This design comes from an exercise in tuning for small area and a short achievable clock period on the open sky130 flow, not from production work.
RTL that was checked went through simulation tests only; none was proved equivalent to the original.
The RTL of run 9 was laid out without a check of its function.
No activity file was given, so power comes from the tool's default toggle rates.

### flow/run.sh
#!/bin/bash
# Standard ORFS layout with these changes:
#  - input ports are buffered with buf_1, output ports with buf_2 (after global
#    placement, flow/outbuf.tcl), instead of the default delay buffer
#  - the ABC area recipe (ABC_AREA=1) is replaced by flow/abc_area.script;
#    this only changes the mapping of combinational logic, the registers are
#    those of the standard synthesis
set -e
rm -rf scripts_abc
cp -r "$FLOW_HOME/scripts" scripts_abc
cp flow/abc_area.script scripts_abc/abc_area.script
bash standard.sh SCRIPTS_DIR="$PWD/scripts_abc" \
    BUFFER_PORTS_ARGS="-inputs -buffer_cell sky130_fd_sc_hd__buf_1" \
    POST_GLOBAL_PLACE_TCL="$PWD/flow/outbuf.tcl" finish > standard.log 2>&1
### flow/abc_area.script
strash
dch
map -B 0.5
topo
stime -c
buffer -c
upsize -c
dnsize -c
### flow/outbuf.tcl
# outputs get buf_2 port buffers; the inputs got buf_1 ones before global placement
buffer_ports -outputs -buffer_cell sky130_fd_sc_hd__buf_2
estimate_parasitics -placement
### standard.sh
#!/bin/bash
# synth_recipe.tcl (not shown) runs the flow's synth.tcl, then flattens the netlist and writes it again
# the make line also repeats each setting of config.mk as NAME=value (left out here)
make -C /OpenROAD-flow-scripts/flow DESIGN_CONFIG=/design/flow/config.mk WORK_HOME=/design/flow/orfs CLKGATE_MAP_FILE= SYNTH_SCRIPT=/design/flow/synth_recipe.tcl "${@:-finish}"
### config.mk
export PLATFORM = sky130hd
export DESIGN_NAME = rvExecSlice
export DESIGN_NICKNAME = rvExecSlice
export VERILOG_FILES = /design/flow/design.v
export SDC_FILE = /design/flow/constraint.sdc
export NUM_CORES = 4
export LEC_CHECK = 0
export ABC_AREA = 1
export CAP_MARGIN = 20
export CORE_MARGIN = 2
export CORE_UTILIZATION = 40
export CTS_BUF_LIST = sky130_fd_sc_hd__clkbuf_16
export CTS_CLUSTER_DIAMETER = 80
export CTS_CLUSTER_SIZE = 24
export SETUP_SLACK_MARGIN = 3.0
export SLEW_MARGIN = 20
### constraint.sdc
create_clock -name core_clock -period 5.0 [get_ports {clk}]
set_input_delay 1.0000 -clock core_clock [delete_from_list [all_inputs] [get_ports {clk}]]
set_output_delay 1.0000 -clock core_clock [all_outputs]
set_load 0.01 [all_outputs]
### design.v
`timescale 1ns/1ps
module rvExecSlice (
    input  logic        clk,
    input  logic        rstN,
    input  logic        instValid,
    input  logic [31:0] instWord,
    input  logic [31:0] pc,
    input  logic [31:0] rs1Data,
    input  logic [31:0] rs2Data,
    output logic        resValid,
    output logic [4:0]  resRd,
    output logic        resRegWrite,
    output logic [31:0] resWbValue,
    output logic        resMemRead,
    output logic        resMemWrite,
    output logic [31:0] resMemAddr,
    output logic [1:0]  resMemSize,
    output logic        resBranchTaken,
    output logic [31:0] resNextPc,
    output logic        resHalt
);
    function automatic logic [31:0] rev32(input logic [31:0] v);
        for (int i = 0; i < 32; i++) rev32[i] = v[31-i];
    endfunction
    logic [6:0] opc0;
    logic [2:0] f30;
    logic       alt0;
    logic       isOp0, isOpI0, isLoad0, isStore0, isBr0, isJal0, isJalr0, isLui0, isAuipc0;
    logic       isAlu0, sub0, sll0;
    logic [31:0] immI0, immS0, immJ0, immU0, bSel0;
    logic [3:0] cls0;
    assign opc0     = instWord[6:0];
    assign f30      = instWord[14:12];
    assign alt0     = (instWord[31:25] == 7'h20);
    assign isOp0    = (opc0 == 7'b0110011);
    assign isOpI0   = (opc0 == 7'b0010011);
    assign isLoad0  = (opc0 == 7'b0000011);
    assign isStore0 = (opc0 == 7'b0100011);
    assign isBr0    = (opc0 == 7'b1100011);
    assign isJal0   = (opc0 == 7'b1101111);
    assign isJalr0  = (opc0 == 7'b1100111);
    assign isLui0   = (opc0 == 7'b0110111);
    assign isAuipc0 = (opc0 == 7'b0010111);
    assign isAlu0   = isOp0 | isOpI0;
    assign sub0 = isBr0 | (isAlu0 & f30[2:1] == 2'b01) | (isOp0 & f30 == 3'b000 & alt0);
    assign sll0 = isAlu0 & (f30 == 3'b001);
    assign immI0 = {{20{instWord[31]}}, instWord[31:20]};
    assign immS0 = {{20{instWord[31]}}, instWord[31:25], instWord[11:7]};
    assign immJ0 = {{12{instWord[31]}}, instWord[19:12], instWord[20], instWord[30:21], 1'b0};
    assign immU0 = {instWord[31:12], 12'b0};
    assign bSel0 = ({32{isOpI0 | isLoad0 | isJalr0}} & immI0) |
                   ({32{isStore0}} & immS0) |
                   ({32{isJal0}} & immJ0) |
                   ({32{isAuipc0}} & immU0) |
                   ({32{!(isOpI0 | isLoad0 | isJalr0 | isStore0 | isJal0 | isAuipc0)}} & rs2Data);
    always_comb begin
        if      (isOp0)    cls0 = 4'd1;
        else if (isOpI0)   cls0 = 4'd2;
        else if (isLoad0)  cls0 = 4'd3;
        else if (isStore0) cls0 = 4'd4;
        else if (isBr0)    cls0 = 4'd5;
        else if (isJal0)   cls0 = 4'd6;
        else if (isJalr0)  cls0 = 4'd7;
        else if (isLui0)   cls0 = 4'd8;
        else if (isAuipc0) cls0 = 4'd9;
        else               cls0 = 4'd0;
    end
    logic        v1;
    logic [31:0] a1, b1;
    logic        sub1;
    logic [3:0]  cls1;
    logic [31:7] iw1;
    logic [31:2] pc1;
    logic [4:0]  sa1;
    always_ff @(posedge clk or negedge rstN)
        if (!rstN) v1 <= 1'b0;
        else       v1 <= instValid;
    always_ff @(posedge clk) begin
        a1   <= (isJal0 | isAuipc0) ? {pc[31:2], 2'b00} : sll0 ? rev32(rs1Data) : rs1Data;
        b1   <= bSel0 ^ {32{sub0}};
        sub1 <= sub0;
        sa1  <= bSel0[4:0];    
        cls1 <= cls0;
        iw1  <= instWord[31:7];
        pc1  <= pc[31:2];
    end
    logic [2:0]  f31;
    logic        alt1;
    logic        isOp1, isOpI1, isLoad1, isStore1, isBr1, isJal1, isJalr1, isLui1, isAuipc1, isAlu1;
    logic [33:0] sumC1;
    logic [31:0] sum1, x1, sh1, tgt1;
    logic        cout1, eq1, lt1, ltu1, cmp1;
    logic        fill1;
    assign f31      = iw1[14:12];
    assign alt1     = (iw1[31:25] == 7'h20);
    assign isOp1    = (cls1 == 4'd1);
    assign isOpI1   = (cls1 == 4'd2);
    assign isLoad1  = (cls1 == 4'd3);
    assign isStore1 = (cls1 == 4'd4);
    assign isBr1    = (cls1 == 4'd5);
    assign isJal1   = (cls1 == 4'd6);
    assign isJalr1  = (cls1 == 4'd7);
    assign isLui1   = (cls1 == 4'd8);
    assign isAuipc1 = (cls1 == 4'd9);
    assign isAlu1   = isOp1 | isOpI1;
    assign sumC1 = {1'b0, a1, 1'b1} + {1'b0, b1, sub1};  
    assign sum1  = sumC1[32:1];
    assign cout1 = sumC1[33];
    assign x1    = a1 ^ b1;
    assign eq1   = &x1;                                   
    assign ltu1  = ~cout1;
    assign lt1   = (a1[31] == b1[31]) ? a1[31] : sum1[31];
    assign cmp1  = (isBr1 ? f31[1] : f31[0]) ? ltu1 : lt1;
    assign fill1 = f31[2] & alt1 & a1[31];
    assign sh1   = 32'($signed({fill1, a1}) >>> {sa1[4:3], 3'b000});
    assign tgt1  = {pc1, 2'b00} + {{20{iw1[31]}}, iw1[7], iw1[30:25], iw1[11:8], 1'b0};
    logic selSum1, selTgt1, selSh1, selG1, selP1, slt1;
    assign selTgt1 = isBr1;
    assign selSum1 = !(isAlu1 | isBr1) | (isAlu1 & f31 == 3'b000);
    assign selSh1  = isAlu1 & (f31[1:0] == 2'b01);
    assign slt1    = isAlu1 & (f31[2:1] == 2'b01);
    assign selG1   = isAlu1 & (f31[2:1] == 2'b11);
    assign selP1   = isAlu1 & f31[2] & ~f31[0];
    logic [31:0] alu1;
    assign alu1 = ({32{selSum1}} & sum1) |
                  ({32{selTgt1}} & tgt1) |
                  ({32{selSh1}}  & sh1) |
                  ({32{selP1}}   & x1) |
                  ({32{selG1}}   & (a1 & b1));
    logic        illegal1, regWr1;
    always_comb begin
        illegal1 = 1'b0;
        regWr1   = 1'b1;
        if (isOp1)
            illegal1 = (iw1[31:25] != 7'h00) && !(alt1 && (f31 == 3'b000 || f31 == 3'b101));
        else if (isOpI1)
            illegal1 = (f31 == 3'b001 || f31 == 3'b101) && (iw1[31:25] != 7'h00) &&
                       !(f31 == 3'b101 && alt1);
        else if (isLoad1)
            illegal1 = (f31 == 3'b011 || f31[2:1] == 2'b11);
        else if (isStore1) begin
            regWr1   = 1'b0;
            illegal1 = (f31[2] || f31[1:0] == 2'b11);
        end else if (isBr1) begin
            regWr1   = 1'b0;
            illegal1 = (f31[2:1] == 2'b01);
        end else if (!(isJal1 | isJalr1 | isLui1 | isAuipc1)) begin
            regWr1   = 1'b0;
            illegal1 = 1'b1;
        end
    end
    logic        v2;
    logic [31:0] a2;
    logic [31:2] pc42;
    logic [31:12] hi2;
    logic [4:0]  rd2;
    logic [2:0]  sh2;
    logic        fill2, sll2;
    logic        eq2, cmp2, slt2, isJ2, isJalr2, isBr2, isLui2;
    logic        memRd2, memWr2, illegal2, regWr2;
    always_ff @(posedge clk or negedge rstN)
        if (!rstN) v2 <= 1'b0;
        else       v2 <= v1;
    always_ff @(posedge clk) begin
        a2       <= alu1;
        pc42     <= pc1 + 30'd1;
        hi2      <= iw1[31:12];
        rd2      <= iw1[11:7];
        sh2      <= selSh1 ? sa1[2:0] : 3'd0;
        fill2    <= fill1;
        sll2     <= selSh1 & ~f31[2];
        eq2      <= eq1;
        cmp2     <= cmp1;
        slt2     <= slt1;
        isJ2     <= isJal1 | isJalr1;
        isJalr2  <= isJalr1;
        isBr2    <= isBr1;
        isLui2   <= isLui1;
        memRd2   <= isLoad1;
        memWr2   <= isStore1;
        illegal2 <= illegal1;
        regWr2   <= regWr1;
    end
    logic [31:0] aS2, aR2, aF2, jt2, pc4F2, npc2, wb2;
    logic        taken2, cond2, sizeHalt2, pcHalt2, halt2;
    logic [2:0]  f32;
    logic [1:0]  size2;
    assign f32 = hi2[14:12];
    assign size2 = !(memRd2 | memWr2)                        ? 2'd0 :
                   (f32[1:0] == 2'b01 && (memRd2 || !f32[2])) ? 2'd1 :
                   (f32 == 3'b010)                            ? 2'd2 : 2'd0;
    always_comb begin
        case (f32)
            3'b000:  cond2 = eq2;
            3'b001:  cond2 = ~eq2;
            3'b100, 3'b110: cond2 = cmp2;
            3'b101, 3'b111: cond2 = ~cmp2;
            default: cond2 = 1'b0;
        endcase
    end
    assign aS2    = 32'($signed({fill2, a2}) >>> sh2);
    assign aR2    = sll2 ? rev32(aS2) : aS2;
    assign aF2    = {aR2[31:1], aR2[0] | (slt2 & cmp2)};
    assign taken2 = isJ2 | (isBr2 & cond2);
    assign jt2    = {a2[31:1], a2[0] & ~isJalr2};      
    assign pc4F2  = {pc42, 2'b00};
    assign npc2   = taken2 ? jt2 : pc4F2;
    assign sizeHalt2 = (memRd2 || memWr2) &&
                       ((size2 == 2'd1 && a2[0]) || (size2 == 2'd2 && a2[1:0] != 2'b00));  
    assign pcHalt2   = taken2 && (jt2[1:0] != 2'b00);
    assign halt2     = illegal2 || sizeHalt2 || pcHalt2;
    always_comb begin
        if (memRd2)      wb2 = 32'b0;           
        else if (isJ2)   wb2 = pc4F2;           
        else if (isLui2) wb2 = {hi2, 12'b0};
        else             wb2 = aF2;
    end
    logic v3;
    always_ff @(posedge clk or negedge rstN)
        if (!rstN) v3 <= 1'b0;
        else       v3 <= v2;
    always_ff @(posedge clk) begin
        resRd          <= rd2;
        resRegWrite    <= regWr2 && !halt2;
        resWbValue     <= wb2;
        resMemRead     <= memRd2;
        resMemWrite    <= memWr2;
        resMemAddr     <= aF2;
        resMemSize     <= size2;
        resBranchTaken <= taken2;
        resNextPc      <= npc2;
        resHalt        <= halt2;
    end
    assign resValid = v3;
endmodule
==> summary.txt, run 1 <==
Initial core utilization = 40.3%
CP Max Fanout = 11
Clk buf depth = 3
DR WL/cell = 23.0 um
Clock latency (worst-skew pair) = 0.60 ns
Fin crit period = 2.09 ns
Syn nets = 2,770
Arrival time worst endpoint = 2.57 ns
Metal2 WL = 35,600 um
Net Sw Power = 2.75 mW
Worst-Margin Slew = 0.874 ns
Worst VDD drop = 0.284 mV
CP Data Required Time = 5.48 ns
All-Layer GR Usage = 32.2%
Hold_ws = 0.184 ns
Synth Warn # = 1
Top_reg_cell synth = dfxtp_1
DIE HEIGHT = 215 um
Pin count of the biggest net entering global routing = 62
Setup TNS = 0 ns
I/O pin cnt = 240
Fin. Hold Viols = 0
Hold/Removal Path Class = input port to asynchronous set/reset pin
Post-Route Skew = 0.0554 ns
Die area = 46,000 um^2
Fmax = 478 MHz
Root Driver = clkbuf_16
Power per cell area = 318 nW/um^2
Mapped Area = 17,700 um^2
Area occupied by multi-input gates = 11,800 um^2
Final Total Pwr = 7.61 mW
Routed length on met3 = 6390 um
CTS sink cnt = 343
Antenna viol nets, final = 0
Worst setup SP type = register
Layout cells sized above 1 = 27.8%
CORE AREA = 44,000 um^2
Final instance area = 23,900 um^2
Crit path kind = register to register
Avg Inst Size Synth = 6.89 um^2
Ys async rst share = 0.875%
Placed Area = 19,200 um^2
Vias in the first global route = 17,700
Endpoints failing setup = 0
Placed instance count = 3,319
Slowest cell on crit path = dfxtp_4
Vias per inst = 5.54
Seq/Total Area, Yosys = 38.8%
Crit path capture type = register
Top Metal Used = met5
Post-Synthesis Cells = 2,575
First DRT Iteration DRCs = 1,590
Detailed placement HPWL = 60,000 um
Die W = 215 um
Crit-path cells = buf_12 -> ha_4 -> a21oi_1 -> o21bai_1 -> a211oi_2 -> nand4_1 -> nand3_2 -> nand3_4
Crit share post-route = 41.8%
Clk pwr share = 26.4%
Combinational power share = 29.9%
Synth top area share = 38.4%
Unique cell type count in the Yosys netlist = 58
Max-slew violation count = 0
H-tree depth = 1
Pre-CTS WS = 1.32 ns
P_int = 4.86 mW
Drt first pass iters = 6
TritonCTS clock tree = done
Most numerous cell in the Yosys netlist = nand2_1
Area leader, netlist = dfxtp_1
Most frequent cells after synthesis = 736 x nand2_1, 340 x dfxtp_1, 263 x o21ai_0
Switching share of power = 36.1%
Post-synth EDFFs = 0
Final Core Density = 54.3%
Max cap viols = 0
Relative slew margins = 41.1%
Final Non-Filler Cells = 3,477
Clk pin slew, worst setup/hold paths = 0.09 ns
Fin nets = 3,063
Filler instances = 4,208
Register area = 7080 um^2
Vias = 19,300
Overall routed net length = 79,900 um
Area contributors post-synth = dfxtp_1 38%, nand2_1 16%, o21ai_0 7.4%
RSZ-0062 raised after global routing = yes
Flop pwr share = 43.7%
P&R area growth vs syn = 34.8%
M1 WL = 31,800 um
Lkg Pwr = 10.4 nW
Grt total ovfl = 0
Status = timing/DRC/antenna clean
CTS Buf Count = 23
First-pass GRT wire length = 111,000 um
Std-Cell Rows = 77
Port Buffers = 237
Antenna violations before repair = 7
#FFs+latches synth = 343
Worst Slack Setup Final = 2.91 ns
DRC viols = 0
Largest stage delay on the critical path = 0.49 ns
==> repair_timing <==
action	in CTS	in global routing
pin swaps	45	76
hold buffers	0	0
gates resized for setup	437	347
setup buffers	55	39
gates cloned	11	11
setup endpoints to repair	308	241
==> flip-flops by register name (all words and copies together), names as in the netlist, 20 cells and up <==
| name | flops |
|---|---|
| hi2 | 20 |
| a1 | 32 |
| pc42 | 30 |
| a2 | 32 |
| resWbValue | 32 |
| pc1 | 30 |
| resMemAddr | 32 |
| resNextPc | 32 |
| b1 | 32 |
| iw1 | 25 |
==> critical path, delay by kind of cell (launching register included) <==
kind,cells,cell delay [ns]
DFF,1,0.49
AOI/OAI and AO/OA,3,0.64
buffers and inverters,1,0.21
and+or+nand+nor,3,0.41
adders and majority gates,1,0.25
==> power groups by stage <==
stage               registers, mW  clock network (mW)  logic [mW]
CTS                          3.31                2.03        2.00
global placement             3.45                   0        1.47
global route                 3.35                2.14        2.44
floorplan                    3.32                   0       0.951
detailed placement           3.34                   0        1.71
finish                       3.33                2.01        2.27
==> final cells by class <==
type,count,area share (%)
inverter,250,4.32
sequential,343,29.6
timing repair buffer,345,9.95
clock buffer,23,2.41
clock inverter,15,0.811
antenna,4,0.0419
tap,592,3.10
timing repair inverter,8,0.241
multi-input combinational,1897,49.5
==> cells in the final DEF (no fill, tap or decap), drive strengths merged, types with 3 or more instances in the layout <==
cell type / instances
buf: 343
nand3: 168
or2: 13
mux2i: 4
a21oi: 158
nor2: 194
a21o: 9
o2111ai: 5
nor4: 16
dfrtp: 3
a22oi: 8
clkinvlp: 15
a31o: 4
a32o: 4
diode: 4
o21ai: 306
nand4: 30
nand3b: 9
nor3: 20
a31oi: 40
inv: 249
o311ai: 3
and2: 5
dfxtp: 340
o22ai: 12
o211ai: 18
clkinv: 9
xor2: 23
clkbuf: 25
xnor2: 12
o21bai: 4
nand2: 753
ha: 62
==> metal layers <==
metal,GRT usage (%),vias to the layer above
met5,0,-
met4,18.6,4
met3,3.67,221
met2,52.4,987
met1,41.4,8896
li1,-,9156
==> cell families (layout without fill, tap and decap cells) <==
group / after synthesis / after routing / share of synthesized area (%)
xor gates and xnor gates: 35 / 35 / 1.73
muxes: 4 / 4 / 0.226
adders and majority gates: 64 / 64 / 4.60
and+or+nand+nor: 1200 / 1209 / 28.5
AOI/OAI and AO/OA: 581 / 585 / 18.0
other: 0 / 4 / 0
DFF: 343 / 343 / 38.8
buffers and inverters: 348 / 641 / 8.14
==> path summary, 6_finish.rpt <==
path | endpoint | startpoint | depth (start not counted) | slack (ns)
max | a2[30] | iw1[31] | 8 | 2.91
min | v1 | rstN | 1 | 0.18
max reg2reg | a2[30] | iw1[31] | 8 | 2.91
min reg2reg | resRd[0] | rd2[0] | 0 | 0.32
max in group asynchronous | v3 | rstN | 1 | 4.66
min in group core_clock | resRd[0] | rd2[0] | 0 | 0.32
==> inputs of run 2 (changes only) <==
==> flow/abc_area.script (replaced) <==
strash
dch
map -B 0.5
--- a/config.mk
+++ b/config.mk
@@ -14,3 +14,3 @@
 export CTS_CLUSTER_SIZE = 24
-export SETUP_SLACK_MARGIN = 3.0
+export SETUP_SLACK_MARGIN = 2.8
 export SLEW_MARGIN = 20
==> summary.txt, run 2 <==
Syn nets = 2,672
I/O pin cnt = 240
Synth Area in Adders = 4.77%
Most numerous cell in the Yosys netlist = nand2_1
Hold/Removal Path Class = input port to asynchronous set/reset pin
P&R area growth vs syn = 29.4%
Max-slew violation count = 0
CTS sink cnt = 343
Crit path kind = register to register
Commonest non-fill, non-tap cell in the layout = nand2_1
WP buf/inv = 2
Std-Cell Rows = 75
Arrival time worst endpoint = 2.73 ns
Post-synthesis mux area share = 0.234%
CP Max Fanout = 7
Fmax = 429 MHz
Worst VDD drop = 0.254 mV
Vias = 18,900
Clk pin slew, worst setup/hold paths = 0.09 ns
Fin. Hold Viols = 0
Lkg Pwr = 9.02 nW
Initial core utilization = 40.7%
Grt total ovfl = 0
Power per cell area = 327 nW/um^2
RSZ-0062 raised after global routing = yes
Antenna violations before repair = 12
Synth Warn # = 1
Endpoints failing setup = 0
Max cap viols = 0
CORE AREA = 42,000 um^2
TritonCTS clock tree = done
First DRT Iteration DRCs = 1,492
Final Total Pwr = 7.24 mW
DIE HEIGHT = 211 um
Vias per inst = 5.57
Crit path capture type = register
Die W = 211 um
Port Buffers = 237
Detailed placement HPWL = 62,100 um
Root Driver = clkbuf_16
Crit share post-route = 46.6%
Post-synth EDFFs = 0
Compound-gate portion of the synthesized area = 18.6%
Family with the most delay on the worst path = compound AO/OA/AOI/OAI gates
Ys async rst share = 0.875%
Largest family of logic cells by synthesized area = simple AND/OR/NAND/NOR gates
Worst-Margin Slew = 0.902 ns
Top_reg_cell synth = dfxtp_1
Simple-Gate Fraction of Synth Area = 28.9%
Synth top area share = 39.8%
Layout cells sized above 1 = 21.5%
#FFs+latches synth = 343
Unique cell type count in the Yosys netlist = 39
Overall routed net length = 79,700 um
Post-Route Skew = 0.0396 ns
DRC viols = 0
Clock latency (worst-skew pair) = 0.58 ns
Most frequent cells after synthesis = 745 x nand2_1, 340 x dfxtp_1, 306 x o21ai_0
Setup TNS = 0 ns
Crit-path cells = buf_4 -> buf_6 -> ha_4 -> a21oi_1 -> o21ai_1 -> a21oi_1 -> nand4_1 -> nand3_2 -> nand3_2
All-Layer GR Usage = 34.6%
Fin crit period = 2.33 ns
Clk buf depth = 3
H-tree depth = 1
Most frequent cells in the layout = 685 x nand2_1, 310 x dfxtp_1, 232 x o21ai_0
Largest stage delay on the critical path = 0.43 ns
Status = timing/DRC/antenna clean
Die area = 44,400 um^2
Area leader, netlist = dfxtp_1
Worst setup SP type = register
Post-Synthesis Cells = 2,477
Seq/Total Area, Yosys = 40.2%
Relative slew margins = 39.2%
Mapped Area = 17,100 um^2
Vias in the first global route = 17,500
DR WL/cell = 23.5 um
Area contributors post-synth = dfxtp_1 40%, nand2_1 16%, o21ai_0 9.0%
CTS Buf Count = 22
Post-Synth XOR/XNOR Area = 1.79%
Slowest cell on crit path = dfxtp_4
CP Data Required Time = 5.40 ns
Pin count of the biggest net entering global routing = 63
Fin nets = 3,032
Antenna viol nets, final = 0
First-pass GRT wire length = 113,000 um
Avg Inst Size Synth = 6.91 um^2
Hold_buf cts = 0
Drt first pass iters = 6
## run 2: power by group
part           internal, mW  switching, mW  total (mW)
clock network         0.908           1.05        1.96
logic                 0.698           1.32        2.02
registers              3.06          0.205        3.26
total                  4.66           2.58        7.24
## run 2: worst register-to-register path, delay by kind of cell, from the launching register on
family | cells | cell delay, ns
buf+inv | 2 | 0.37
fa+ha+maj | 1 | 0.25
simple gates | 3 | 0.46
compound gates | 3 | 0.64
flops | 1 | 0.43
## run 2: what timing repair did
action / 4_1_cts / 5_1_grt
gates cloned: 6 / 4
buffers inserted: 37 / 29
pin swaps: 31 / 29
setup endpoints to repair: 178 / 147
resized for setup: 225 / 202
## run 2: logic make-up (layout without fill, tap and decap cells)
kind of cell             Yosys count  count (layout)
AO/OA/AOI/OAI                    581             583
buffers and inverters            250             611
XOR/XNOR                          35              35
multiplexers                       4               4
other                              0               4
adder cells (fa/ha/maj)           64              64
flip-flops                       343             343
AND/OR/NAND/NOR                 1200            1207
## run 2: final cells by class
class	instances	area (um^2)
multi-input combinational	1893	10900
tap	539	674
fill	4184	19900
timing repair buffer	326	1860
clock inverter	12	179
clock buffer	22	551
timing repair inverter	1	11.3
antenna	4	10.0
sequential	343	6940
inverter	250	1040
## run 2: per-stage QoR
step | utilization, % | instance area [um^2] | hold WS [ns] | cells | setup slack, ns
finish | 52.7 | 22100 | 0.240 | 3390 | 2.67
CTS | 50.3 | 21100 | 0.222 | 3353 | 2.64
detailed placement | 45.7 | 19200 | 0.314 | 3276 | 1.52
global route | 52.6 | 22100 | 0.231 | 3387 | 2.57
global placement | 44.4 | 18700 | 0.310 | 3166 | 1.57
floorplan | - | 17400 | 0.310 | 2477 | 2.58
## run 2: path summary, 6_finish.rpt
check                      startpoint  cells past startpoint       to  slack, ns
max                           iw1[31]                      9   a2[28]       2.67
min                              rstN                      1       v3       0.24
max reg2reg                   iw1[31]                      9   a2[28]       2.67
min reg2reg                   iw1[22]                      0  hi2[22]       0.33
max in group asynchronous        rstN                      1       v1       4.61
min in group core_clock       iw1[22]                      0  hi2[22]       0.33
## run 2: routing by layer
metal  part of all wire, %  track usage [%]  vias to the layer above
li1                      -                -                     9090
met1                    41             44.6                     8801
met2                    46             58.5                      811
met3                   6.9             3.90                      179
met4                   5.6             15.0                        4
met5                 0.031                0                        -
==> inputs of run 3 (changes only) <==
==> flow/abc_area.script (replaced) <==
strash
dch
map -B 0.5
topo
stime -c
buffer -c
dnsize -c
==> summary.txt, run 3 <==
Status = timing/DRC/antenna clean
Antenna viol nets, final = 0
Vias = 18,400
DIE HEIGHT = 213 um
Clock latency (worst-skew pair) = 0.59 ns
CTS Buf Count = 24
Post-Route Skew = 0.0311 ns
Area leader, netlist = dfxtp_1
Lkg Pwr = 9.66 nW
DR WL/cell = 22.6 um
Root Driver = clkbuf_16
Largest family of logic cells by synthesized area = simple AND/OR/NAND/NOR gates
Worst Slack Setup Final = 2.78 ns
Area contributors post-synth = dfxtp_1 39%, nand2_1 16%, o21ai_0 8.8%
Synth top area share = 39.0%
Pin count of the biggest net entering global routing = 62
Endpoints failing setup = 0
Post-Synth XOR/XNOR Area = 1.76%
Avg Inst Size Synth = 6.78 um^2
Fin crit period = 2.22 ns
CTS sink cnt = 343
Post-synth EDFFs = 0
Compound-gate portion of the synthesized area = 18.1%
Post-synthesis mux area share = 0.229%
Commonest non-fill, non-tap cell in the layout = nand2_1
Max cap viols = 0
Std-Cell Rows = 76
#FFs+latches synth = 343
Initial core utilization = 40.5%
Crit path capture type = register
Simple-Gate Fraction of Synth Area = 28.3%
Overall routed net length = 77,000 um
RSZ-0062 raised after global routing = yes
First DRT Iteration DRCs = 1,634
Top_reg_cell synth = dfxtp_1
CORE AREA = 43,100 um^2
Hold_buf cts = 0
I/O pin cnt = 240
Crit share post-route = 44.3%
Die W = 213 um
Fin nets = 2,993
Crit path kind = register to register
Hold/Removal Path Class = input port to asynchronous set/reset pin
Grt total ovfl = 0
Setup TNS = 0 ns
Most frequent cells in the layout = 709 x nand2_1, 309 x dfxtp_1, 235 x inv_1
Relative slew margins = 34.2%
Seq/Total Area, Yosys = 39.4%
Worst-Margin Slew = 0.976 ns
Max-slew violation count = 0
Ys async rst share = 0.875%
Layout cells sized above 1 = 16.0%
Syn nets = 2,770
Synth Area in Adders = 4.67%
Worst VDD drop = 0.256 mV
CP Data Required Time = 5.42 ns
Most numerous cell in the Yosys netlist = nand2_1
Clk pin slew, worst setup/hold paths = 0.10 ns
Port Buffers = 237
Fmax = 451 MHz
Most frequent cells after synthesis = 745 x nand2_1, 340 x dfxtp_1, 306 x o21ai_0
Mapped Area = 17,500 um^2
P&R area growth vs syn = 21.8%
Vias per inst = 5.41
Synth Warn # = 1
First-pass GRT wire length = 108,000 um
Post-Synthesis Cells = 2,575
Arrival time worst endpoint = 2.64 ns
Worst-case reg-to-reg path depth = 9
Clk buf depth = 3
Antenna violations before repair = 6
Worst setup SP type = register
H-tree depth = 1
Detailed placement HPWL = 62,200 um
Pre-CTS WS = 1.49 ns
All-Layer GR Usage = 32.9%
Unique cell type count in the Yosys netlist = 44
CP Max Fanout = 4
Fin. Hold Viols = 0
Power per cell area = 343 nW/um^2
TritonCTS clock tree = done
Vias in the first global route = 16,900
DRC viols = 0
Die area = 45,300 um^2
Drt first pass iters = 5
run 3: worst paths after layout:
kind | start | endpoint | slack, ns
worst min register to register | iw1[20] | hi2[20] | 0.33
max in group asynchronous | rstN | v1 | 4.65
worst min-delay path | rstN | v3 | 0.20
worst max-delay path | a1[27] | a2[28] | 2.78
worst max register to register | a1[27] | a2[28] | 2.78
min in group core_clock | iw1[20] | hi2[20] | 0.33
run 3: power by group:
group          total, mW  internal [mW]  switching [mW]
clock               2.09          0.952            1.14
combinational       1.93          0.639            1.29
sequential          3.27           3.06           0.214
total               7.29           4.65            2.64
run 3: kinds of logic after synthesis:
kind of cell / after synthesis
flip-flops: 343
AO/OA/AOI/OAI: 581
adder cells (fa/ha/maj): 64
XOR/XNOR: 35
buffers and inverters: 348
multiplexers: 4
AND/OR/NAND/NOR: 1200
run 3: worst max-delay path, stage by stage, from the launching register on:
cell and delay [ns]:
dfxtp_1 0.55, ha_1 0.35, inv_1 0.15, o21ai_0 0.13
a21oi_1 0.25, nand2_1 0.09, a21oi_1 0.15, nand3_1 0.09
nand3_1 0.12, nand3_1 0.17
run 3: timing repair:
action | in CTS | in global routing
setup endpoints to repair | 189 | 127
gates cloned | 5 | 6
setup buffers | 11 | 18
gates resized for setup | 158 | 169
pin swaps | 15 | 27
run 3: layout make-up:
class | instances | area, um^2
fillers | 4447 | 21800
multi-input cells | 1891 | 10300
flip-flops and latches | 343 | 6930
repair buffers | 284 | 1440
inverters | 250 | 986
well taps | 585 | 732
clock buffers | 24 | 601
clock inverters | 15 | 213
repair inverters | 4 | 25.0
diodes | 2 | 5.00
run 3: through the flow:
stage                     power (mW)  utilization, %  hold WS (ns)  instance area [um^2]  cells
after global routing            7.61            49.3         0.189                 21300   3396
after floorplan                 4.25               -         0.310                 17700   2575
final                           7.29            49.4         0.196                 21300   3398
after detailed placement        5.05            44.4         0.312                 19100   3317
after CTS                       7.18            47.6         0.176                 20500   3372
after global placement          4.91            43.1         0.313                 18600   3208
run 3: per-layer routing:
metal / share of wire [%] / track usage (%) / vias to the layer above
met5: 0.017 / 0 / -
met4: 6.0 / 16.9 / 2
met3: 6.4 / 3.66 / 146
met2: 45 / 53.5 / 782
met1: 43 / 43.1 / 8476
li1: - / - / 8981
==> inputs of run 4 (changes only) <==
==> flow/abc_area.script (replaced) <==
strash
dch
map -B 0.5
topo
stime -c
buffer -c
upsize -c
dnsize -c
==> summary.txt, run 4 <==
P_int = 4.57 mW
DIE HEIGHT = 215 um
Status = timing/DRC/antenna clean
Fmax = 451 MHz
Worst-Margin Slew = 0.866 ns
Met1 GRT Util = 41.7%
Root Driver = clkbuf_16
Worst setup SP type = register
Seq/Total Area, Yosys = 38.8%
Combinational power share = 27.2%
Drt first pass iters = 7
Clk pwr share = 26.8%
DRC viols = 0
Met3 GRT Util = 3.66%
Power per cell area = 332 nW/um^2
Crit path capture type = register
#FFs+latches synth = 343
DR WL/cell = 22.2 um
Post-synth EDFFs = 0
P&R area growth vs syn = 21.1%
CORE AREA = 44,000 um^2
Synth top area share = 38.4%
Commonest non-fill, non-tap cell in the layout = nand2_1
Worst VDD drop = 0.253 mV
Pin count of the biggest net entering global routing = 61
Most frequent cells after synthesis = 736 x nand2_1, 340 x dfxtp_1, 263 x o21ai_0
First-pass GRT wire length = 108,000 um
Layout cells sized above 1 = 17.9%
Top_reg_cell synth = dfxtp_1
H-tree depth = 1
RSZ-0062 raised after global routing = yes
Most numerous cell in the Yosys netlist = nand2_1
Clk pin slew, worst setup/hold paths = 0.09 ns
CP Data Required Time = 5.39 ns
Arrival time worst endpoint = 2.61 ns
All-Layer GR Usage = 31.6%
Crit path kind = register to register
Final instance area = 21,500 um^2
Max-slew violation count = 0
Die area = 46,000 um^2
Synth Warn # = 1
Port Buffers = 237
Global routing usage on met2 = 51.1%
Placed Area = 19,100 um^2
Flop pwr share = 46.1%
Hold_buf cts = 0
Switching share of power = 35.9%
CTS Buf Count = 22
Post-Route Skew = 0.0250 ns
Hold/Removal Path Class = input port to asynchronous set/reset pin
Hold_ws = 0.235 ns
Net Sw Power = 2.56 mW
Initial core utilization = 40.3%
Ys async rst share = 0.875%
Overall routed net length = 75,600 um
Vias in the first global route = 17,000
Endpoints failing setup = 0
Detailed placement HPWL = 61,500 um
Most frequent cells in the layout = 690 x nand2_1, 297 x dfxtp_1, 235 x inv_1
Vias = 18,300
Syn nets = 2,770
Lkg Pwr = 9.63 nW
Crit share post-route = 44.4%
Antenna violations before repair = 5
First DRT Iteration DRCs = 1,528
Fin nets = 2,989
Fin crit period = 2.22 ns
Mapped Area = 17,700 um^2
I/O pin cnt = 240
Area leader, netlist = dfxtp_1
Die W = 215 um
CP Max Fanout = 6
Setup TNS = 0 ns
CTS sink cnt = 343
Relative slew margins = 41.7%
Unique cell type count in the Yosys netlist = 58
Post-Synthesis Cells = 2,575
TritonCTS clock tree = done
Clk buf depth = 3
Busiest layer in global routing = met2
Fin. Hold Viols = 0
Std-Cell Rows = 77
Area contributors post-synth = dfxtp_1 38%, nand2_1 16%, o21ai_0 7.4%
Antenna viol nets, final = 0
Clock latency (worst-skew pair) = 0.58 ns
Grt total ovfl = 0
Avg Inst Size Synth = 6.89 um^2
Max cap viols = 0
Vias per inst = 5.38
==> run 4: cell types whose count changed in the layout (fill, tap and decap cells not counted), sizes merged, moves of 2 or more <==
cell,before,now
inv,252,248
buf,282,285
clkbuf,26,23
nand2,749,747
==> run 4: path summary, 6_finish.rpt <==
kind                          from  endpoint  slack, ns  cells after the start
setup / recovery            pc1[7]    a2[14]       2.78                      8
hold / removal                rstN        v2       0.24                      1
setup reg to reg            pc1[7]    a2[14]       2.78                      8
hold reg to reg            iw1[17]   hi2[17]       0.33                      0
max in group asynchronous     rstN        v1       4.62                      1
min in group core_clock    iw1[17]   hi2[17]       0.33                      0
==> run 4: cells by family (layout without fill, tap and decap cells) <==
kind of cell	Yosys count	count (layout)	synth area share, %
buf+inv	348	575	8.14
xor+xnor	35	35	1.73
compound gates	581	582	18.0
other cells	0	2	0
fa+ha+maj	64	64	4.60
flops	343	343	38.8
simple gates	1200	1203	28.5
mux	4	4	0.226
==> run 4: timing repair <==
item | 4_1_cts | 5_1_grt
buffers inserted | 8 | 27
gates resized for setup | 149 | 232
cloned | 5 | 3
pin swaps | 9 | 35
endpoints found under the setup margin | 179 | 145
==> run 4: cell type report <==
type | instances | area [um^2]
clock buffer | 22 | 551
timing repair inverter | 3 | 17.5
antenna | 2 | 5.00
multi-input combinational | 1888 | 10600
inverter | 250 | 977
tap | 592 | 741
sequential | 343 | 6950
clock inverter | 14 | 158
timing repair buffer | 286 | 1490
fill | 4472 | 22500
==> run 4: critical path: stages (launching register included) <==
cell and delay (ns):
dfxtp_4 0.43, ha_2 0.34, a21oi_2 0.23, nor2_1 0.12
o21ai_4 0.21, nand3_4 0.13, or2_2 0.29, nand3_1 0.10
nand4_1 0.18
==> run 4: power by group through the flow <==
| stage | logic, mW | clock network (mW) | registers (mW) |
|---|---|---|---|
| floorplan | 0.944 | 0 | 3.32 |
| global placement | 1.46 | 0 | 3.45 |
| detailed placement | 1.71 | 0 | 3.34 |
| CTS | 1.78 | 1.93 | 3.28 |
| global route | 2.10 | 2.06 | 3.31 |
| finish | 1.94 | 1.91 | 3.28 |
==> run 4: per-stage QoR <==
step | cells | util (%) | total power, mW | worst slack (ns)
after floorplan | 2575 | - | 4.26 | 2.81
after global placement | 3210 | 42.2 | 4.92 | 1.51
after detailed placement | 3319 | 43.4 | 5.05 | 1.49
after CTS | 3368 | 46.3 | 7.00 | 2.76
after global routing | 3398 | 48.8 | 7.47 | 2.71
final | 3400 | 48.8 | 7.13 | 2.78
==> run 4: layer usage <==
metal  wire length (um)  part of all wire (%)  vias up
met3               5010                   6.6      137
met4               4460                   5.9        2
li1                   -                     -     8963
met2              34000                    45      754
met5                 13                 0.017        -
met1              32100                    42     8442
==> inputs of run 5 (changes only) <==
==> flow/abc_area.script (replaced) <==
strash
dch -f
map -B 0.5
topo
stime -c
buffer -c
upsize -c
dnsize -c
==> summary.txt, run 5 <==
Status = timing/DRC/antenna clean
Net Sw Power = 2.58 mW
Antenna violations before repair = 3
CORE AREA = 43,900 um^2
Grt total ovfl = 0
Pin count of the biggest net entering global routing = 63
Most frequent cells in the layout = 757 x nand2_1, 298 x dfxtp_1, 261 x o21ai_0
Worst-Margin Slew = 0.942 ns
Max cap viols = 0
Fmax = 440 MHz
Drt first pass iters = 6
Post-Route Skew = 0.0240 ns
All-Layer GR Usage = 32.0%
Relative slew margins = 37.1%
Clk pwr share = 27.6%
CTS Buf Count = 23
Die W = 214 um
Area contributors post-synth = dfxtp_1 38%, nand2_1 17%, o21ai_0 8.4%
Hold/Removal Path Class = input port to asynchronous set/reset pin
Initial core utilization = 40.3%
CP Data Required Time = 5.44 ns
Hold_buf cts = 0
Top_reg_cell synth = dfxtp_1
Crit share post-route = 45.4%
Final Total Pwr = 7.19 mW
First-pass GRT wire length = 110,000 um
DIE HEIGHT = 214 um
Syn nets = 2,739
First DRT Iteration DRCs = 1,733
P&R area growth vs syn = 21.6%
Crit path kind = register to register
Fin crit period = 2.27 ns
Root Driver = clkbuf_16
Pre-CTS WS = 1.72 ns
Combinational power share = 26.6%
Unique cell type count in the Yosys netlist = 56
Lkg Pwr = 9.50 nW
#FFs+latches synth = 343
Max-slew violation count = 0
Seq/Total Area, Yosys = 38.9%
Diode count = 0
Clk pin slew, worst setup/hold paths = 0.09 ns
Switching share of power = 35.9%
Fin nets = 2,965
Arrival time worst endpoint = 2.72 ns
Std-Cell Rows = 77
Post-Synthesis Cells = 2,544
CP Max Fanout = 19
Port Buffers = 237
Vias per inst = 5.54
Synth Warn # = 1
Flop pwr share = 45.8%
DRC viols = 0
P_int = 4.61 mW
Endpoints failing setup = 0
Most numerous cell in the Yosys netlist = nand2_1
Power per cell area = 334 nW/um^2
Clk buf depth = 3
Vias = 18,700
Area leader, netlist = dfxtp_1
TritonCTS clock tree = done
Area occupied by multi-input gates = 10,500 um^2
Detailed placement HPWL = 60,900 um
Antenna viol nets, final = 0
Synth top area share = 38.5%
Worst setup SP type = register
CTS sink cnt = 343
Mapped Area = 17,700 um^2
Setup TNS = 0 ns
Worst Slack Setup Final = 2.73 ns
Post-synth EDFFs = 0
Layout cells sized above 1 = 16.9%
Worst VDD drop = 0.280 mV
Ys async rst share = 0.875%
Commonest non-fill, non-tap cell in the layout = nand2_1
Crit path capture type = register
Most frequent cells after synthesis = 789 x nand2_1, 340 x dfxtp_1, 297 x o21ai_0
H-tree depth = 1
RSZ-0062 raised after global routing = yes
Avg Inst Size Synth = 6.95 um^2
Die area = 45,900 um^2
Register area = 6960 um^2
DR WL/cell = 22.7 um
Fin. Hold Viols = 0
Vias in the first global route = 17,200
I/O pin cnt = 240
Filler instances = 4,500
Overall routed net length = 76,700 um
Clock latency (worst-skew pair) = 0.59 ns
## run 5: changes by cell type in the layout (fill, tap and decap cells not counted), moves of 11 or more
| cell | before | now |
|---|---|---|
| a21oi_1 | 128 | 78 |
| a22oi_1 | 8 | 20 |
| a31oi_1 | 36 | 25 |
| nand2_1 | 690 | 757 |
| nand2_2 | 45 | 33 |
| nand3_2 | 28 | 14 |
| nor2_1 | 159 | 97 |
| o2111ai_1 | 5 | 21 |
| o211ai_1 | 18 | 34 |
| o21ai_0 | 211 | 261 |
| o21ai_1 | 77 | 40 |
## run 5: what timing repair did
| item | 4_1_cts | 5_1_grt |
|---|---|---|
| pin swaps | 9 | 12 |
| setup buffers | 17 | 21 |
| endpoints found under the setup margin | 160 | 122 |
| gates cloned | 3 | 3 |
| gates resized for setup | 147 | 184 |
## run 5: cell families (layout without fill, tap and decap cells)
family	count (synthesis)	in the layout	share of synthesized area, %
and+or+nand+nor	1171	1172	27.8
AOI/OAI and AO/OA	577	577	18.7
DFF	343	343	38.9
buffers and inverters	340	579	7.56
adders and majority gates	64	64	4.61
xor gates and xnor gates	42	42	2.08
muxes	7	7	0.396
## run 5: critical path: stages (launching register included)
cell and delay, ns:
dfxtp_2 0.40, inv_1 0.11, nand3_1 0.16, nand2_2 0.16, nand3_1 0.12, buf_6 0.20, inv_4 0.15, a22oi_1 0.27
nand2_1 0.18, a31oi_4 0.24, nand2_1 0.13
## run 5: path summary, 6_finish.rpt
kind	start	end	slack, ns	cells past startpoint
max	cls1[0]	a2[18]	2.73	10
min	rstN	v3	0.20	1
max reg2reg	cls1[0]	a2[18]	2.73	10
min reg2reg	rd2[3]	resRd[3]	0.32	0
max in group asynchronous	rstN	v1	4.65	1
min in group core_clock	rd2[3]	resRd[3]	0.32	0
## run 5: through the flow
step	hold slack, ns	std cells	instance area [um^2]	utilization [%]
detailed placement	0.315	3293	19200	43.7
global placement	0.310	3184	18700	42.5
finish	0.204	3376	21500	49.0
floorplan	0.310	2544	17700	-
global route	0.202	3376	21500	49.0
CTS	0.184	3352	20700	47.1
## run 5: final cells by class
class	instances	area share [%]
multi-input combinational	1862	48.8
sequential	343	32.4
timing repair buffer	294	7.35
inverter	242	4.41
tap	592	3.44
clock buffer	23	2.68
clock inverter	16	0.867
timing repair inverter	4	0.140
## run 5: power by group through the flow
stage / Sequential (mW) / Combinational (mW) / Clock (mW)
after global placement: 3.46 / 1.45 / 0
after detailed placement: 3.35 / 1.70 / 0
final: 3.29 / 1.91 / 1.99
after floorplan: 3.32 / 0.941 / 0
after global routing: 3.32 / 2.08 / 2.14
after CTS: 3.29 / 1.77 / 2.03
## run 5: per-layer routing
layer,global-route usage (%),share of wire (%),up-vias
met5,0,0.021,-
met4,15.2,5.6,2
li1,-,-,8939
met2,51.7,45,794
met1,42.9,43,8831
met3,3.73,6.2,147
==> inputs of run 6 (changes only) <==
==> flow/abc_area.script (replaced) <==
strash
dch
map -B 0.5
topo
stime -c
buffer -c
upsize -c
dnsize -c
--- a/config.mk
+++ b/config.mk
@@ -12,4 +12,4 @@
 export CTS_BUF_LIST = sky130_fd_sc_hd__clkbuf_16
-export CTS_CLUSTER_DIAMETER = 80
-export CTS_CLUSTER_SIZE = 24
+export CTS_CLUSTER_DIAMETER = 90
+export CTS_CLUSTER_SIZE = 28
 export SETUP_SLACK_MARGIN = 2.8
==> summary.txt, run 6 <==
Relative slew margins = 38.4%
Commonest non-fill, non-tap cell in the layout = nand2_1
Grt total ovfl = 0
Fin. Hold Viols = 0
Max-slew violation count = 0
Unique cell type count in the Yosys netlist = 58
Port Buffers = 237
Overall routed net length = 75,800 um
DIE HEIGHT = 215 um
P&R area growth vs syn = 18.4%
Slowest cell on crit path = ha_1
Detailed placement HPWL = 61,500 um
Final Non-Filler Cells = 3,394
Crit share post-route = 45.5%
Lkg Pwr = 9.53 nW
Fin nets = 2,986
Worst setup SP type = register
Combinational power share = 26.9%
Die W = 215 um
Status = timing/DRC/antenna clean
Hold_buf cts = 0
#FFs+latches synth = 343
TritonCTS clock tree = done
Flop pwr share = 47.1%
DR WL/cell = 22.3 um
H-tree depth = 1
Antenna violations before repair = 5
Worst VDD drop = 0.289 mV
CP Max Fanout = 23
P_int = 4.48 mW
First-pass GRT wire length = 108,000 um
Synth top area share = 38.4%
Syn nets = 2,770
CTS sink cnt = 343
Layout cells sized above 1 = 15.6%
All-Layer GR Usage = 31.5%
Final Core Density = 47.7%
Switching share of power = 35.8%
Mapped Area = 17,700 um^2
Die area = 46,000 um^2
Most frequent cells in the layout = 710 x nand2_1, 302 x dfxtp_1, 235 x inv_1
Net Sw Power = 2.50 mW
Drt first pass iters = 5
Pin count of the biggest net entering global routing = 61
CORE AREA = 44,000 um^2
Root Driver = clkbuf_16
Clk pin slew, worst setup/hold paths = 0.10 ns
CP Data Required Time = 5.40 ns
Vias per inst = 5.40
Most frequent cells after synthesis = 736 x nand2_1, 340 x dfxtp_1, 263 x o21ai_0
Post-Synthesis Cells = 2,575
Clk buf depth = 3
CTS Buf Count = 19
Most numerous cell in the Yosys netlist = nand2_1
Endpoints failing setup = 0
Worst-case reg-to-reg path depth = 9
Avg Inst Size Synth = 6.89 um^2
Hold/Removal Path Class = input port to asynchronous set/reset pin
Register area = 6940 um^2
Clk pwr share = 26.1%
DRC viols = 0
Top_reg_cell synth = dfxtp_1
Max cap viols = 0
Area occupied by multi-input gates = 10,200 um^2
Arrival time worst endpoint = 2.68 ns
Synth Warn # = 1
Ys async rst share = 0.875%
Worst-Margin Slew = 0.914 ns
Crit path capture type = register
CP most frequent cell = nand3_1
Antenna viol nets, final = 0
I/O pin cnt = 240
Crit-path cells = buf_12 -> ha_1 -> nand2_2 -> nor4_4 -> nand3_1 -> nand3_1 -> nand2_1 -> nand3_1 -> nand3_1
Area leader, netlist = dfxtp_1
Setup TNS = 0 ns
Filler instances = 4,527
Area contributors post-synth = dfxtp_1 38%, nand2_1 16%, o21ai_0 7.4%
Fmax = 440 MHz
Power per cell area = 332 nW/um^2
Fin crit period = 2.27 ns
Std-Cell Rows = 77
Largest stage delay on the critical path = 0.43 ns
Crit path kind = register to register
Post-Route Skew = 0.0246 ns
Vias = 18,300
RSZ-0062 raised after global routing = yes
Initial core utilization = 40.3%
First DRT Iteration DRCs = 1,526
Seq/Total Area, Yosys = 38.8%
Vias in the first global route = 16,900
Clock latency (worst-skew pair) = 0.56 ns
Placed instance count = 3,319
Post-synth EDFFs = 0
## run 6: changes by cell type after synthesis, sizes merged, moves of 12 or more
cell and delta:
o211ai -16, a21oi +52, o2111ai -18, nor2 +65, a22oi -12, nand2 -49
## run 6: what timing repair did
item	4_1_cts	5_1_grt
endpoints found under the setup margin	180	141
pin swaps	9	23
setup buffers	9	24
cloned	5	5
resized for setup	150	144
## run 6: layout make-up
class	count	share of cell area, %
Timing Repair inverter	4	0.107
Inverter	250	4.67
Antenna cell	2	0.0238
Clock inverter	11	0.757
Multi-Input combinational cell	1890	48.7
Tap cell	592	3.53
Sequential cell	343	33.0
Clock buffer	19	2.26
Timing Repair Buffer	283	6.86
## run 6: worst paths after layout
path	start	end	slack [ns]
worst min-delay path	rstN	v2	0.23
worst max-delay path	iw1[31]	a2[28]	2.73
worst max register to register	iw1[31]	a2[28]	2.73
worst min register to register	iw1[22]	hi2[22]	0.32
min in group core_clock	iw1[22]	hi2[22]	0.32
max in group asynchronous	rstN	v3	4.63
## run 6: routing by layer
metal | up-vias | share of wire [%] | GRT usage [%]
li1 | 8980 | - | -
met1 | 8469 | 43 | 42.0
met2 | 749 | 45 | 51.5
met4 | 2 | 5.6 | 14.4
met5 | - | 0.017 | 0
met3 | 135 | 6.4 | 3.19
## run 6: cells by family (layout without fill, tap and decap cells)
kind of cell | after synthesis | count (layout) | share of synthesized area, %
xor gates and xnor gates | 35 | 35 | 1.73
muxes | 4 | 4 | 0.226
AOI/OAI and AO/OA | 581 | 583 | 18.0
adders and majority gates | 64 | 64 | 4.60
DFF | 343 | 343 | 38.8
other | 0 | 2 | 0
buffers and inverters | 348 | 567 | 8.14
and+or+nand+nor | 1200 | 1204 | 28.5
## run 6: power by group through the flow
stage               registers, mW  logic [mW]  clock network [mW]
finish                       3.28        1.88                1.82
global route                 3.31        2.04                1.95
CTS                          3.28        1.78                1.84
detailed placement           3.34        1.71                   0
global placement             3.45        1.46                   0
floorplan                    3.32       0.944                   0
## run 6: through the flow
step	hold WS [ns]	setup slack, ns	instance area [um^2]	total power, mW
final	0.227	2.73	21000	6.98
after detailed placement	0.312	1.49	19100	5.05
after CTS	0.213	2.77	20300	6.90
after global placement	0.313	1.51	18600	4.92
after global routing	0.220	2.67	21000	7.30
after floorplan	0.310	2.81	17700	4.26
## run 6: worst max-delay path: cells and delay by family (launching register included)
| family | cells | cell delay [ns] |
|---|---|---|
| fa+ha+maj | 1 | 0.43 |
| flops | 1 | 0.35 |
| buf+inv | 1 | 0.17 |
| simple gates | 7 | 1.13 |
==> inputs of run 7 (changes only) <==
--- a/config.mk
+++ b/config.mk
@@ -10,6 +10,6 @@
 export CORE_MARGIN = 2
-export CORE_UTILIZATION = 40
+export CORE_UTILIZATION = 52
 export CTS_BUF_LIST = sky130_fd_sc_hd__clkbuf_16
-export CTS_CLUSTER_DIAMETER = 90
-export CTS_CLUSTER_SIZE = 28
+export CTS_CLUSTER_DIAMETER = 80
+export CTS_CLUSTER_SIZE = 24
 export SETUP_SLACK_MARGIN = 2.8
==> summary.txt, run 7 <==
Filler instances = 3,052
Hold_ws = 0.240 ns
Detailed placement HPWL = 56,500 um
Grt total ovfl = 0
Area contributors post-synth = dfxtp_1 38%, nand2_1 16%, o21ai_0 7.4%
CP startpoint = pc1[2]
Lkg Pwr = 9.52 nW
CORE AREA = 33,500 um^2
TritonCTS clock tree = done
CP Max Fanout = 5
RSZ-0062 raised after global routing = yes
DRC viols = 0
Post-synth EDFFs = 0
Area leader, netlist = dfxtp_1
All-Layer GR Usage = 38.3%
Clk buf depth = 3
Endpoints failing setup = 0
CP Data Required Time = 5.34 ns
Die area = 35,600 um^2
Placed Area = 18,900 um^2
First DRT Iteration DRCs = 1,938
Die W = 189 um
First-pass GRT wire length = 103,000 um
Flop pwr share = 47.8%
Antenna violations before repair = 12
Post-Route Skew = 0.0205 ns
Worst VDD drop = 0.296 mV
Unique cell type count in the Yosys netlist = 58
Fin nets = 2,988
Antenna viol nets, final = 0
Most frequent cells in the layout = 697 x nand2_1, 313 x dfxtp_1, 234 x inv_1
Fin. Hold Viols = 0
Vias per inst = 5.92
Synth Warn # = 1
Hold/Removal Path Class = input port to asynchronous set/reset pin
Most frequent cells after synthesis = 736 x nand2_1, 340 x dfxtp_1, 263 x o21ai_0
Arrival time worst endpoint = 2.61 ns
CTS Buf Count = 19
Setup TNS = 0 ns
I/O pin cnt = 240
Area occupied by multi-input gates = 10,300 um^2
Pin count of the biggest net entering global routing = 61
Crit path capture type = register
Fin crit period = 2.27 ns
Std-Cell Rows = 67
Ys async rst share = 0.875%
Combinational power share = 27.4%
Worst setup SP type = register
CTS sink cnt = 343
RR Startpoint = pc1[2]
Top_reg_cell synth = dfxtp_1
Max cap viols = 0
DIE HEIGHT = 189 um
Status = timing/DRC/antenna clean
Fmax = 441 MHz
Seq/Total Area, Yosys = 38.8%
Syn nets = 2,770
Clk pin slew, worst setup/hold paths = 0.09 ns
Drt first pass iters = 14
Crit share post-route = 45.4%
Switching share of power = 35.1%
Mapped Area = 17,700 um^2
P_int = 4.45 mW
Crit path kind = register to register
Most numerous cell in the Yosys netlist = nand2_1
Post-Synthesis Cells = 2,575
Hold_buf cts = 0
Port Buffers = 237
Overall routed net length = 72,400 um
Clk pwr share = 24.8%
Layout cells sized above 1 = 15.6%
Power per cell area = 329 nW/um^2
#FFs+latches synth = 343
Relative slew margins = 49.5%
Register area = 6930 um^2
Synth top area share = 38.4%
Avg Inst Size Synth = 6.89 um^2
Final instance area = 20,900 um^2
H-tree depth = 1
Commonest non-fill, non-tap cell in the layout = nand2_1
Vias in the first global route = 17,500
Root Driver = clkbuf_16
Net Sw Power = 2.41 mW
DR WL/cell = 22.3 um
Worst-Margin Slew = 0.757 ns
Vias = 19,200
Max-slew violation count = 0
Initial core utilization = 52.9%
P&R area growth vs syn = 17.7%
Clock latency (worst-skew pair) = 0.55 ns
run 7: routing by layer:
layer | wire length, um | global-route usage (%) | up-vias
met4 | 6470 | 27.7 | 8
met3 | 7360 | 7.02 | 302
met5 | 54 | 0 | -
met1 | 27200 | 46.9 | 8775
met2 | 31300 | 60.6 | 1185
li1 | - | - | 8968
run 7: what timing repair did:
item	in CTS	in global routing
pin swaps	5	30
buffers inserted	9	27
gates cloned	6	4
gates resized for setup	117	196
endpoints found under the setup margin	184	135
run 7: power by group through the flow:
stage               clock network, mW  logic, mW  registers (mW)
CTS                              1.70       1.72            3.27
floorplan                           0      0.944            3.32
finish                           1.70       1.88            3.28
detailed placement                  0       1.67            3.33
global route                     1.79       2.04            3.30
global placement                    0       1.42            3.43
run 7: cell type report:
cell class	instances	area share [%]
flip-flops and latches	343	33.2
clock inverters	6	0.432
repair buffers	285	7.08
inverters	250	4.72
diodes	3	0.0360
well taps	448	2.69
repair inverters	4	0.132
multi-input cells	1890	49.4
clock buffers	19	2.28
run 7: path summary, 6_finish.rpt:
kind                       endpoint  slack (ns)  depth (start not counted)
hold reg to reg            resRd[0]        0.33                          0
max in group asynchronous        v3        4.61                          1
hold / removal                   v1        0.24                          1
setup / recovery             a2[18]        2.73                         11
min in group core_clock    resRd[0]        0.33                          0
setup reg to reg             a2[18]        2.73                         11
run 7: through the flow:
step,instances,setup WS [ns],power [mW],util (%)
floorplan,2575,2.81,4.26,-
global placement,3065,1.68,4.85,54.8
detailed placement,3174,1.58,5.00,56.4
CTS,3214,2.78,6.69,59.5
global route,3245,2.68,7.12,62.2
finish,3248,2.73,6.86,62.2
run 7: worst max-delay path, cell delays in order (launching register included):
cell and delay, ns:
dfxtp_4 0.40, ha_4 0.17, inv_4 0.04, fa_2 0.42, o21ai_4 0.27, nand2_1 0.10, nand2_2 0.08, nand2_2 0.08
nand2_4 0.11, nand2_2 0.06, nand2_2 0.09, nand4_1 0.25
run 7: logic make-up (layout without fill, tap and decap cells):
family / count (synthesis) / after routing / share of synthesized area [%]
fa+ha+maj: 64 / 64 / 4.60
simple gates: 1200 / 1205 / 28.5
buf+inv: 348 / 564 / 8.14
flops: 343 / 343 / 38.8
compound gates: 581 / 582 / 18.0
xor+xnor: 35 / 35 / 1.73
mux: 4 / 4 / 0.226
other cells: 0 / 3 / 0
==> inputs of run 8 (changes only) <==
--- a/config.mk
+++ b/config.mk
@@ -10,3 +10,3 @@
 export CORE_MARGIN = 2
-export CORE_UTILIZATION = 52
+export CORE_UTILIZATION = 40
 export CTS_BUF_LIST = sky130_fd_sc_hd__clkbuf_16
@@ -14,3 +14,3 @@
 export CTS_CLUSTER_SIZE = 24
-export SETUP_SLACK_MARGIN = 2.8
+export SETUP_SLACK_MARGIN = 2.9
 export SLEW_MARGIN = 20
==> summary.txt, run 8 <==
Top_reg_cell synth = dfxtp_1
Setup slack, reg-to-reg = 2.83 ns
Ys async rst share = 0.875%
Vias in the first global route = 17,400
Syn nets = 2,770
Most frequent cells in the layout = 680 x nand2_1, 276 x dfxtp_1, 231 x inv_1
Filler instances = 4,413
Arrival time worst endpoint = 2.55 ns
Fin nets = 3,026
Unique cell type count in the Yosys netlist = 58
P&R area growth vs syn = 27.1%
Crit share post-route = 43.4%
Grt total ovfl = 0
Worst-case reg-to-reg path depth = 8
Area occupied by multi-input gates = 11,200 um^2
Detailed placement HPWL = 61,700 um
Overall routed net length = 78,400 um
Crit-path cells = ha_2 -> a21oi_2 -> inv_1 -> o21ai_4 -> nand3_4 -> or2_2 -> nand3_1 -> nand4_1
Vias = 18,700
CTS sink cnt = 343
Slowest cell on crit path = dfxtp_2
Max-slew violation count = 0
Port Buffers = 237
Crit path kind = register to register
Vias per inst = 5.45
Worst setup SP type = register
CORE AREA = 44,000 um^2
Std-Cell Rows = 77
Clk pin slew, worst setup/hold paths = 0.09 ns
Seq/Total Area, Yosys = 38.8%
Clock latency (worst-skew pair) = 0.57 ns
First-pass GRT wire length = 111,000 um
Relative slew margins = 28.8%
Initial core utilization = 40.3%
Endpoints failing setup = 0
CTS Buf Count = 23
Hold/Removal Path Class = input port to asynchronous set/reset pin
First DRT Iteration DRCs = 1,586
Crit path depth = 8
Commonest non-fill, non-tap cell in the layout = nand2_1
DRC viols = 0
Mapped Area = 17,700 um^2
Post-synth EDFFs = 0
Final Core Density = 51.2%
Max cap viols = 0
Pin count of the biggest net entering global routing = 61
Post-Synthesis Cells = 2,575
Die W = 215 um
Fin crit period = 2.17 ns
Die area = 46,000 um^2
Area contributors post-synth = dfxtp_1 38%, nand2_1 16%, o21ai_0 7.4%
Fin. Hold Viols = 0
Family with the most delay on the worst path = simple AND/OR/NAND/NOR gates
Antenna viol nets, final = 0
Largest stage delay on the critical path = 0.42 ns
Area leader, netlist = dfxtp_1
Layout cells sized above 1 = 22.5%
Clk buf depth = 3
RSZ-0062 raised after global routing = yes
CP Max Fanout = 5
CP Data Required Time = 5.38 ns
Fmax = 461 MHz
#FFs+latches synth = 343
Lkg Pwr = 9.99 nW
Synth Warn # = 1
TritonCTS clock tree = done
Power per cell area = 326 nW/um^2
Drt first pass iters = 5
H-tree depth = 1
Register area = 7000 um^2
Most numerous cell in the Yosys netlist = nand2_1
I/O pin cnt = 240
DIE HEIGHT = 215 um
Crit path capture type = register
Status = timing/DRC/antenna clean
Root Driver = clkbuf_16
Final Total Pwr = 7.34 mW
Hold_buf cts = 0
Synth top area share = 38.4%
All-Layer GR Usage = 32.3%
Post-Route Skew = 0.0211 ns
DR WL/cell = 22.8 um
Setup TNS = 0 ns
Avg Inst Size Synth = 6.89 um^2
Most frequent cells after synthesis = 736 x nand2_1, 340 x dfxtp_1, 263 x o21ai_0
Worst VDD drop = 0.267 mV
WP buf/inv = 1
Worst-Margin Slew = 1.06 ns
Antenna violations before repair = 6
-- run 8: changes by cell type in the layout (fill, tap and decap cells not counted), sizes merged --
| cell | delta |
|---|---|
| clkbuf | +6 |
| bufinv | -1 |
| clkinv | +4 |
| nand2 | +2 |
| inv | +6 |
| diode | +2 |
| buf | +29 |
-- run 8: cells by family after synthesis --
logic type / synth area share, %
xor gates and xnor gates: 1.73
DFF: 38.8
AOI/OAI and AO/OA: 18.0
adders and majority gates: 4.60
and+or+nand+nor: 28.5
muxes: 0.226
buffers and inverters: 8.14
-- run 8: cell type report --
type | instances | area share (%)
Tap cell | 592 | 3.29
Clock buffer | 23 | 2.55
Timing Repair inverter | 5 | 0.150
Timing Repair Buffer | 316 | 7.91
Clock inverter | 14 | 0.772
Antenna cell | 5 | 0.0555
Sequential cell | 343 | 31.1
Multi-Input combinational cell | 1892 | 49.8
Inverter | 250 | 4.38
-- run 8: report_power, final --
part | switching, mW | leakage (nW) | internal, mW
clock network | 1.07 | 0.362 | 0.901
logic | 1.35 | 6.73 | 0.719
registers | 0.231 | 2.90 | 3.06
total | 2.66 | 9.99 | 4.68
-- run 8: worst paths after layout --
path                       endpoint  startpoint
hold reg to reg            resRd[3]      rd2[3]
min in group core_clock    resRd[3]      rd2[3]
hold / removal                   v3        rstN
setup / recovery             a2[14]      pc1[9]
setup reg to reg             a2[14]      pc1[9]
max in group asynchronous        v2        rstN
-- run 8: layer usage --
layer	vias up	wire length [um]	share of wire (%)	global-route usage, %
met5	-	13	0.017	0
met4	2	5540	7.1	17.5
met3	169	5550	7.1	4.45
met2	808	34700	44	52.1
met1	8714	32700	42	41.7
li1	9049	-	-	-
-- run 8: timing repair --
action	4_1_cts	5_1_grt
pin swaps	22	43
gates resized for setup	223	331
setup endpoints to repair	191	144
cloned	6	8
setup buffers	25	40
-- run 8: through the flow --
step                cell area, um^2  std cells  setup slack, ns  hold WS (ns)
detailed placement            19100       3319             1.51         0.312
finish                        22500       3440             2.83         0.211
global placement              18600       3210             1.54         0.314
floorplan                     17800       2575             2.90         0.310
CTS                           20800       3387             2.76         0.192
global route                  22500       3436             2.77         0.214
==> inputs of run 9 (changes only) <==
--- a/design.v
+++ b/design.v
@@ -73,3 +73,2 @@
     logic [31:2] pc1;
-    logic [4:0]  sa1;
     always_ff @(posedge clk or negedge rstN)
@@ -81,3 +80,2 @@
         sub1 <= sub0;
-        sa1  <= bSel0[4:0];    
         cls1 <= cls0;
@@ -114,3 +112,3 @@
     assign fill1 = f31[2] & alt1 & a1[31];
-    assign sh1   = 32'($signed({fill1, a1}) >>> {sa1[4:3], 3'b000});
+    assign sh1   = 32'($signed({fill1, a1}) >>> {b1[4:3], 3'b000});
     assign tgt1  = {pc1, 2'b00} + {{20{iw1[31]}}, iw1[7], iw1[30:25], iw1[11:8], 1'b0};
@@ -168,3 +166,3 @@
         rd2      <= iw1[11:7];
-        sh2      <= selSh1 ? sa1[2:0] : 3'd0;
+        sh2      <= selSh1 ? b1[2:0] : 3'd0;
         fill2    <= fill1;
--- a/config.mk
+++ b/config.mk
@@ -14,3 +14,3 @@
 export CTS_CLUSTER_SIZE = 24
-export SETUP_SLACK_MARGIN = 2.9
+export SETUP_SLACK_MARGIN = 2.8
 export SLEW_MARGIN = 20
==> summary.txt, run 9 <==
Clk pwr share = 27.3%
CP Data Required Time = 5.41 ns
CTS sink cnt = 338
DRC viols = 0
DIE HEIGHT = 214 um
All-Layer GR Usage = 31.4%
Most frequent cells after synthesis = 718 x nand2_1, 335 x dfxtp_1, 236 x inv_1
Fin nets = 2,954
Net Sw Power = 2.56 mW
Most frequent cells in the layout = 687 x nand2_1, 301 x dfxtp_1, 234 x inv_1
Unique cell type count in the Yosys netlist = 61
Max-slew violation count = 0
Fin crit period = 2.24 ns
RSZ-0062 raised after global routing = yes
Root Driver = clkbuf_16
Flop pwr share = 45.3%
#FFs+latches synth = 338
Ys async rst share = 0.888%
Endpoints failing setup = 0
Crit path capture type = register
I/O pin cnt = 240
Final Non-Filler Cells = 3,356
Power per cell area = 338 nW/um^2
Arrival time worst endpoint = 2.65 ns
Post-Route Skew = 0.0312 ns
Grt total ovfl = 0
Commonest non-fill, non-tap cell in the layout = nand2_1
Clk buf depth = 3
P&R area growth vs syn = 20.2%
Initial core utilization = 40.8%
Final Core Density = 49.0%
Overall routed net length = 75,600 um
Max cap viols = 0
Die W = 214 um
Crit path kind = register to register
Switching share of power = 35.8%
Avg Inst Size Synth = 6.91 um^2
Std-Cell Rows = 76
CTS Buf Count = 22
Top_reg_cell synth = dfxtp_1
Setup TNS = 0 ns
Status = timing/DRC/antenna clean
Seq/Total Area, Yosys = 38.4%
TritonCTS clock tree = done
Drt first pass iters = 6
Mapped Area = 17,600 um^2
Placed Area = 19,000 um^2
Hold/Removal Path Class = input port to asynchronous set/reset pin
Fin. Hold Viols = 0
Syn nets = 2,746
First DRT Iteration DRCs = 1,445
CP Max Fanout = 6
DR WL/cell = 22.5 um
Lkg Pwr = 9.53 nW
First-pass GRT wire length = 108,000 um
Post-synth EDFFs = 0
Die area = 45,800 um^2
Post-Synthesis Cells = 2,551
Hold_ws = 0.215 ns
Area leader, netlist = dfxtp_1
Vias in the first global route = 17,100
Layout cells sized above 1 = 16.7%
P_int = 4.59 mW
Most numerous cell in the Yosys netlist = nand2_1
Detailed placement HPWL = 61,000 um
Clk pin slew, worst setup/hold paths = 0.09 ns
Synth Warn # = 1
CORE AREA = 43,300 um^2
H-tree depth = 1
Vias = 18,300
Pre-CTS WS = 1.89 ns
run 9: changes by cell type in the layout (fill, tap and decap cells not counted), moves of 9 or more:
| cell | previous run | this run |
|---|---|---|
| buf_4 | 65 | 29 |
| dfxtp_1 | 276 | 301 |
| nand2_2 | 49 | 27 |
| ha_4 | 34 | 13 |
| dfxtp_2 | 47 | 28 |
| ha_1 | 10 | 28 |
| a21oi_1 | 119 | 135 |
| nor2_4 | 28 | 13 |
| o21ai_0 | 186 | 198 |
| dfxtp_4 | 17 | 6 |
| nand3_2 | 34 | 25 |
run 9: worst max-delay path: stages (launching register included):
cell and delay, ns:
dfxtp_2 0.39, ha_1 0.40, a21oi_1 0.27, o21ai_2 0.11
inv_1 0.07, o211ai_1 0.23, buf_4 0.22, o21ai_1 0.21
nand3_1 0.20
run 9: path summary, 6_finish.rpt:
path	from	end	slack, ns	depth (start not counted)
worst min-delay path	rstN	v1	0.22	1
max in group asynchronous	rstN	v3	4.64	1
worst max register to register	iw1[30]	a2[13]	2.76	8
min in group core_clock	rd2[1]	resRd[1]	0.33	0
worst min register to register	rd2[1]	resRd[1]	0.33	0
worst max-delay path	iw1[30]	a2[13]	2.76	8
run 9: power groups by stage:
stage	clock, mW	sequential (mW)	combinational (mW)
2_1_floorplan	0	3.28	0.970
3_3_place_gp	0	3.41	1.50
3_5_place_dp	0	3.30	1.75
4_1_cts	1.98	3.24	1.83
5_1_grt	2.08	3.26	2.13
6_report	1.95	3.24	1.96
run 9: kinds of logic after synthesis:
kind of cell | count (synthesis) | synth area share (%)
flops | 338 | 38.4
simple gates | 1167 | 28.1
mux | 5 | 0.284
compound gates | 595 | 18.7
buf+inv | 346 | 7.99
fa+ha+maj | 64 | 4.62
xor+xnor | 36 | 1.79
run 9: area by class of cell:
type,count,area [um^2]
Fill cell,4445,22100
Timing Repair Buffer,280,1490
Inverter,246,940
Tap cell,585,732
Sequential cell,338,6840
Timing Repair inverter,4,27.5
Clock inverter,13,206
Multi-Input combinational cell,1867,10400
Antenna cell,1,2.50
Clock buffer,22,551
run 9: per-layer routing:
metal,global-route usage [%],up-vias,routed length [um],share of wire (%)
met4,15.2,0,4220,5.6
met3,3.98,141,4510,6.0
li1,-,8876,-,-
met2,51.2,707,34300,45
met1,41.1,8537,32600,43
met5,0,-,0,0
run 9: timing repair:
action	4_1_cts	5_1_grt
pin swaps	11	20
gates resized for setup	139	179
hold endpoints to repair	0	0
buffers inserted	11	13
hold buffers	0	0
setup endpoints to repair	165	127
cloned	3	3
